This design comes from an exercise in tuning for a short achievable clock period and few clock cycles per item on the open sky130 flow, not from production work. Function was checked by simulation only, so behaviour that the tests miss may differ from the original. The flow treats the clock pin as an ideal source, which a real chip does not have.

==> inputs of v2 <==
// matrix_vector_multiply_core
module matrix_vector_multiply_core (
  input  logic                                clk,
  input  logic                                rst_n,
  input  logic                                in_valid,
  output logic                                in_stall,
  input  logic [25:0]                         in_data,
  output logic                                out_valid,
  input  logic                                out_stall,
  output logic [56:0]                         out_data,
  input  logic                                psel,
  input  logic                                penable,
  input  logic                                pwrite,
  input  logic [mvm_pkg::CFG_ADDR_BITS-1:0]   paddr,
  input  logic [mvm_pkg::CFG_DATA_BITS-1:0]   pwdata,
  output logic [mvm_pkg::CFG_DATA_BITS-1:0]   prdata,
  output logic                                pready
);
Settings: LEC_CHECK=0, ABC_CLOCK_PERIOD_IN_PS=2500, CAP_MARGIN=20, CORE_MARGIN=2, CORE_UTILIZATION=40, SETUP_SLACK_MARGIN=5, SLEW_MARGIN=20, SYNTH_MEMORY_MAX_BITS=8192; clock period 8.0 ns.
standard.sh (not shown) runs the stock make flow with config.mk's settings and CLKGATE_MAP_FILE= SYNTH_SCRIPT=/design/flow/synth_recipe.tcl, a recipe that flattens the netlist after the stock synthesis.
==> flow/flow/run.sh <==
#!/bin/bash
# Own layout flow: the standard flow (standard.sh, standard synthesis and
# all ORFS steps unchanged) with one hook after clock tree synthesis,
# post_cts.tcl, which lets the clock port drive the top clock buffers itself.
set -euo pipefail
work=$(pwd)
bash standard.sh POST_CTS_TCL="$work/flow/post_cts.tcl" finish > "$work/standard_finish.log" 2>&1
grep -h "post_cts:" "$work"/orfs/logs/*/matrix_vector_multiply_core/base/4_1_cts.log > "$work/post_cts_summary.log" || true
test -f "$work/out/final.def"
==> flow/flow/post_cts.tcl <==
set block [ord::get_db_block]
set clk_net [$block findNet clk]
set root_its {}
foreach it [$clk_net getITerms] { lappend root_its $it }
if {[llength $root_its] == 1} {
  set root [[lindex $root_its 0] getInst]
  set master [[$root getMaster] getName]
  set out_net ""
  foreach it [$root getITerms] {
    if {[$it isOutputSignal]} { set out_net [$it getNet] }
  }
  set loads {}
  if {$out_net ne "" && $out_net ne "NULL"} {
    foreach it [$out_net getITerms] {
      if {[$it getInst] != $root} { lappend loads $it }
    }
  }
  set ok [expr {[string match "sky130_fd_sc_hd__clkbuf_*" $master] && [llength $loads] > 0 && [llength $loads] <= 4 && [llength [$out_net getBTerms]] == 0}]
  foreach it $loads {
    if {![string match "sky130_fd_sc_hd__clkbuf_*" [[[$it getInst] getMaster] getName]]} { set ok 0 }
  }
  if {$ok} {
    puts "post_cts: removing root buffer [$root getName] ($master), clock port now drives [llength $loads] buffers"
    foreach it $loads {
      $it disconnect
      $it connect $clk_net
    }
    odb::dbInst_destroy $root
    odb::dbNet_destroy $out_net
  } else {
    puts "post_cts: root buffer left in place"
  }
} else {
  puts "post_cts: clock port drives [llength $root_its] cells, nothing to do"
}

estimate_parasitics -placement
report_clock_latency
repair_timing_helper
detailed_placement
check_placement -verbose
report_worst_slack
==> v24: changes against v2 <==
--- a/flow/design.v
+++ b/flow/design.v
@@ -16,50 +16,33 @@
   input  logic        we,
   input  logic [7:0]  waddr,
   input  logic [15:0] wdata,
   input  logic [7:0]  raddr,
   output logic [15:0] rdata
 );
   logic [4095:0] mem;
-  logic [15:0]   wsel_hi_r, wsel_lo_r;
-  logic          wv_r;
-  logic [7:0]    wa_r;
-  logic [15:0]   wd_r;
   logic [255:0]  grp_r;
   logic [3:0]    hi_r;
-  logic          fwd_r;
-  logic [15:0]   fwd_d_r;
-  always_ff @(posedge clk) begin
-    wv_r <= we;
-    wa_r <= waddr;
-    wd_r <= wdata;
-    for (int i = 0; i < 16; i++) begin
-      wsel_hi_r[i] <= we && (waddr[7:4] == 4'(i));
-      wsel_lo_r[i] <= (waddr[3:0] == 4'(i));
-    end
-  end
   for (genvar k = 0; k < 256; k++) begin : g_ent
     always_ff @(posedge clk) begin
-      if (wsel_hi_r[k/16] && wsel_lo_r[k%16]) begin
-        mem[k*16 +: 16] <= wd_r;
+      if (we && waddr == 8'(k)) begin
+        mem[k*16 +: 16] <= wdata;
       end
     end
   end
   for (genvar g = 0; g < 16; g++) begin : g_grp
     logic [255:0] grp;
     assign grp = mem[g*256 +: 256];
     always_ff @(posedge clk) begin
       grp_r[g*16 +: 16] <= grp[raddr[3:0]*16 +: 16];
     end
   end
   always_ff @(posedge clk) begin
-    hi_r    <= raddr[7:4];
-    fwd_r   <= wv_r && (wa_r == raddr);
-    fwd_d_r <= wd_r;
-    rdata   <= fwd_r ? fwd_d_r : grp_r[hi_r*16 +: 16];
+    hi_r  <= raddr[7:4];
+    rdata <= grp_r[hi_r*16 +: 16];
   end
 endmodule
 module mvm_ctrl (
   input  logic        clk,
   input  logic        rst_q,         
   input  logic        in_valid,
   output logic        in_stall,
@@ -260,69 +243,47 @@
       acc_c <= n_c;
     end
     if (!rst_q) done5 <= 1'b0;
     else        done5 <= v4 && last4;
     fin5 <= fin4;
     row5 <= row4;
   end
-  localparam int H = W / 2;
-  logic         done6, fin6;
-  logic [15:0]  row6;
-  logic [H:0]   lo6;
-  logic [H-1:0] hs6, hc6;
-  always_ff @(posedge clk) begin
-    if (!rst_q) done6 <= 1'b0;
-    else        done6 <= done5;
-    fin6 <= fin5;
-    row6 <= row5;
-    lo6  <= {1'b0, acc_s[H-1:0]} + {1'b0, acc_c[H-1:0]};
-    hs6  <= acc_s[W-1:H];
-    hc6  <= acc_c[W-1:H];
-  end
-  logic         done7, fin7;
-  logic [15:0]  row7;
-  logic [W-1:0] sum7;
-  always_ff @(posedge clk) begin
-    if (!rst_q) done7 <= 1'b0;
-    else        done7 <= done6;
-    fin7 <= fin6;
-    row7 <= row6;
-    sum7 <= {hs6 + hc6 + H'(lo6[H]), lo6[H-1:0]};
-  end
   logic [56:0]          fifo_mem [D];
-  logic [56:0]          new_ent;
-  logic [$clog2(D)-1:0] wp_r, rp_r, rp_1;
-  logic [$clog2(D):0]   cnt_r, cnt_nxt;
+  logic [$clog2(D)-1:0] wp_r, rp_r;
+  logic                 fifo_empty;
+  logic [$clog2(D):0]   cnt_r;
   logic                 out_valid_r;
   logic [56:0]          out_r;
-  logic [56:0]          head0, head1;
-  logic                 xfer;
-  assign new_ent = {sum7, row7, fin7};
-  assign rp_1    = rp_r + 1'b1;
-  assign xfer    = (cnt_r != '0) && !out_stall;    
-  assign cnt_nxt = cnt_r + ($clog2(D)+1)'(done7) - ($clog2(D)+1)'(xfer);
-  assign head0   = (done7 && cnt_r == '0) ? new_ent : fifo_mem[rp_r];
-  assign head1   = (done7 && cnt_r == ($clog2(D)+1)'(1)) ? new_ent : fifo_mem[rp_1];
+  logic                 load;
+  assign fifo_empty = (cnt_r == '0);
+  assign load       = !out_valid_r && !fifo_empty;
+  always_ff @(posedge clk) begin
+    if (done5) begin
+      fifo_mem[wp_r] <= {acc_s + acc_c, row5, fin5};
+    end
+    if (!rst_q) begin
+      wp_r  <= '0;
+      rp_r  <= '0;
+      cnt_r <= '0;
+    end else begin
+      if (done5) wp_r <= wp_r + 1'b1;
+      if (load)  rp_r <= rp_r + 1'b1;
+      cnt_r <= cnt_r + ($clog2(D)+1)'(done5) - ($clog2(D)+1)'(load);
+    end
+  end
   always_ff @(posedge clk) begin
-    if (done7) begin
-      fifo_mem[wp_r] <= new_ent;
+    if (load) begin
+      out_r <= fifo_mem[rp_r];
     end
-    out_r <= xfer ? head1 : head0;
     if (!rst_q) begin
-      wp_r        <= '0;
-      rp_r        <= '0;
-      cnt_r       <= '0;
       out_valid_r <= 1'b0;
       out_taken   <= 1'b0;
     end else begin
-      if (done7) wp_r <= wp_r + 1'b1;
-      if (xfer)  rp_r <= rp_1;
-      cnt_r       <= cnt_nxt;
-      out_valid_r <= (cnt_nxt != '0);
-      out_taken   <= xfer;
+      out_valid_r <= out_valid_r ? out_stall : !fifo_empty;
+      out_taken   <= out_valid_r && !out_stall;
     end
   end
   assign out_valid = out_valid_r;
   assign out_data  = out_r;
 endmodule
 module mvm_csa #(
   parameter int W = 40
==> flow/run.sh (new file) <==
#!/bin/bash
# synth_recipe.tcl (not shown) runs the flow's synth.tcl, then flattens the netlist and writes it again
# the make line also repeats each setting of config.mk as NAME=value (left out here)
make -C /OpenROAD-flow-scripts/flow DESIGN_CONFIG=/design/flow/config.mk WORK_HOME=/design/flow/orfs CLKGATE_MAP_FILE= SYNTH_SCRIPT=/design/flow/synth_recipe.tcl finish
--- a/flow/config.mk
+++ b/flow/config.mk
@@ -4,11 +4,12 @@
 export VERILOG_FILES = /design/flow/design.v
 export SDC_FILE = /design/flow/constraint.sdc
 export NUM_CORES = 4
 export LEC_CHECK = 0
 export ABC_CLOCK_PERIOD_IN_PS = 2500
 export CAP_MARGIN = 20
 export CORE_MARGIN = 2
-export CORE_UTILIZATION = 40
+export CORE_UTILIZATION = 60
+export PLACE_DENSITY = 0.7
 export SETUP_SLACK_MARGIN = 5
 export SLEW_MARGIN = 20
 export SYNTH_MEMORY_MAX_BITS = 8192
removed: flow/flow/run.sh
removed: flow/flow/post_cts.tcl
removed: flow/standard.sh
==> v14: changes against v2 <==
==> flow/run.sh (new file) <==
#!/bin/bash
# synth_recipe.tcl (not shown) runs the flow's synth.tcl, then flattens the netlist and writes it again
# the make line also repeats each setting of config.mk as NAME=value (left out here)
make -C /OpenROAD-flow-scripts/flow DESIGN_CONFIG=/design/flow/config.mk WORK_HOME=/design/flow/orfs CLKGATE_MAP_FILE= SYNTH_SCRIPT=/design/flow/synth_recipe.tcl finish
removed: flow/flow/run.sh
removed: flow/flow/post_cts.tcl
removed: flow/standard.sh
==> reports/metrics.csv <==
stage,metric,value,unit
global_routing,grt_pass1_vias,100000,
outcome,status,no timing/DRC/antenna violations,
placement,placed_area,221000,um^2
placement,place_hpwl,284,mm
route,wl_met2,252,mm
synth,muxShareOfSynthArea,17.6,%
global_routing,grtUsageMet3,3.15,%
critical_path,crit_cells,6,
synth,synth-simple-area-share,1.81,%
sta,finalWorstSetupSlack,5.07,ns
sta,fin_skew,0.0638,ns
critical_path,timing.rr.end,u_datapath.u_vec_ram.grp_r[163],
the above is filed under v2

==> reports/metrics.csv <==
stage,metric,value,unit
global_routing,grt_pass1_vias,95000,
final_layout,final_common_cell,edfxtp_1,
placement,placed_area,211000,um^2
route,wl_met2,225,mm
global_routing,grtUsageMet3,4.64,%
sta,fin_skew,0.0542,ns
synth,muxShareOfSynthArea,16.7,%
critical_path,timing.rr.end,u_datapath.u_vec_ram.mem[429],
synth,synth-simple-area-share,1.45,%
critical_path,crit_cells,1,
sta,finalWorstSetupSlack,4.78,ns
outcome,status,no timing/DRC/antenna violations,
the above is filed under v24

==> reports/metrics.csv <==
stage,metric,value,unit
final_layout,fillers,43300,
synth,muxShareOfSynthArea,17.6,%
sta,fin_skew,0.0612,ns
global_routing,grt_pass1_vias,100000,
synth,synth-simple-area-share,1.81,%
critical_path,timing.rr.end,u_datapath.u_vec_ram.grp_r[163],
placement,place_hpwl,284,mm
placement,placed_area,221000,um^2
sta,finalWorstSetupSlack,4.84,ns
outcome,status,no timing/DRC/antenna violations,
route,wl_met2,253,mm
the above is filed under v14

Testbench counts of v2, summed over its fixed seeds: cycles 71,992, items 65,248.
Testbench counts of v24, summed over its fixed seeds: cycles 71,928, items 65,248.
Testbench counts of v14, summed over its fixed seeds: cycles 71,992, items 65,248.

separate check: timing with driven ports:
No port has a modelled driver above. Below, the same layouts with a new extraction and two added sets of constraints.
Step 1 (the two cells are an assumption about what drives the block):
set clk [get_ports {clk}]
set_driving_cell -lib_cell sky130_fd_sc_hd__clkbuf_16 $clk
set_driving_cell -lib_cell sky130_fd_sc_hd__buf_2 [delete_from_list [all_inputs] $clk]
Step 2 also shifts input and output timing later by t, the mid clock arrival at the registers, as if the neighbouring blocks saw the same clock.
a / b / c = ideal ports / drivers / drivers and shift; a / b = the first two.
| run | t (ns) | slack for setup (ns) | worst hold slack (ns) | worst setup path after step 2 |
|---|---|---|---|---|
| v2 | 1.005 | 5.072 / 4.876 / 4.247 | 0.300 / 0.300 / 0.300 | input to register |
| v24 | 1.122 | 4.781 / 4.678 / 4.965 | 0.324 / 0.324 / 0.324 | register to register |
| v14 | 1.168 | 4.835 / 4.714 / 4.164 | 0.302 / 0.302 / 0.302 | input to register |
After both steps every run listed still meets setup and hold. For v2, which loses most, drivers alone change the setup slack by -0.196 ns; drivers and shift together by -0.825 ns.
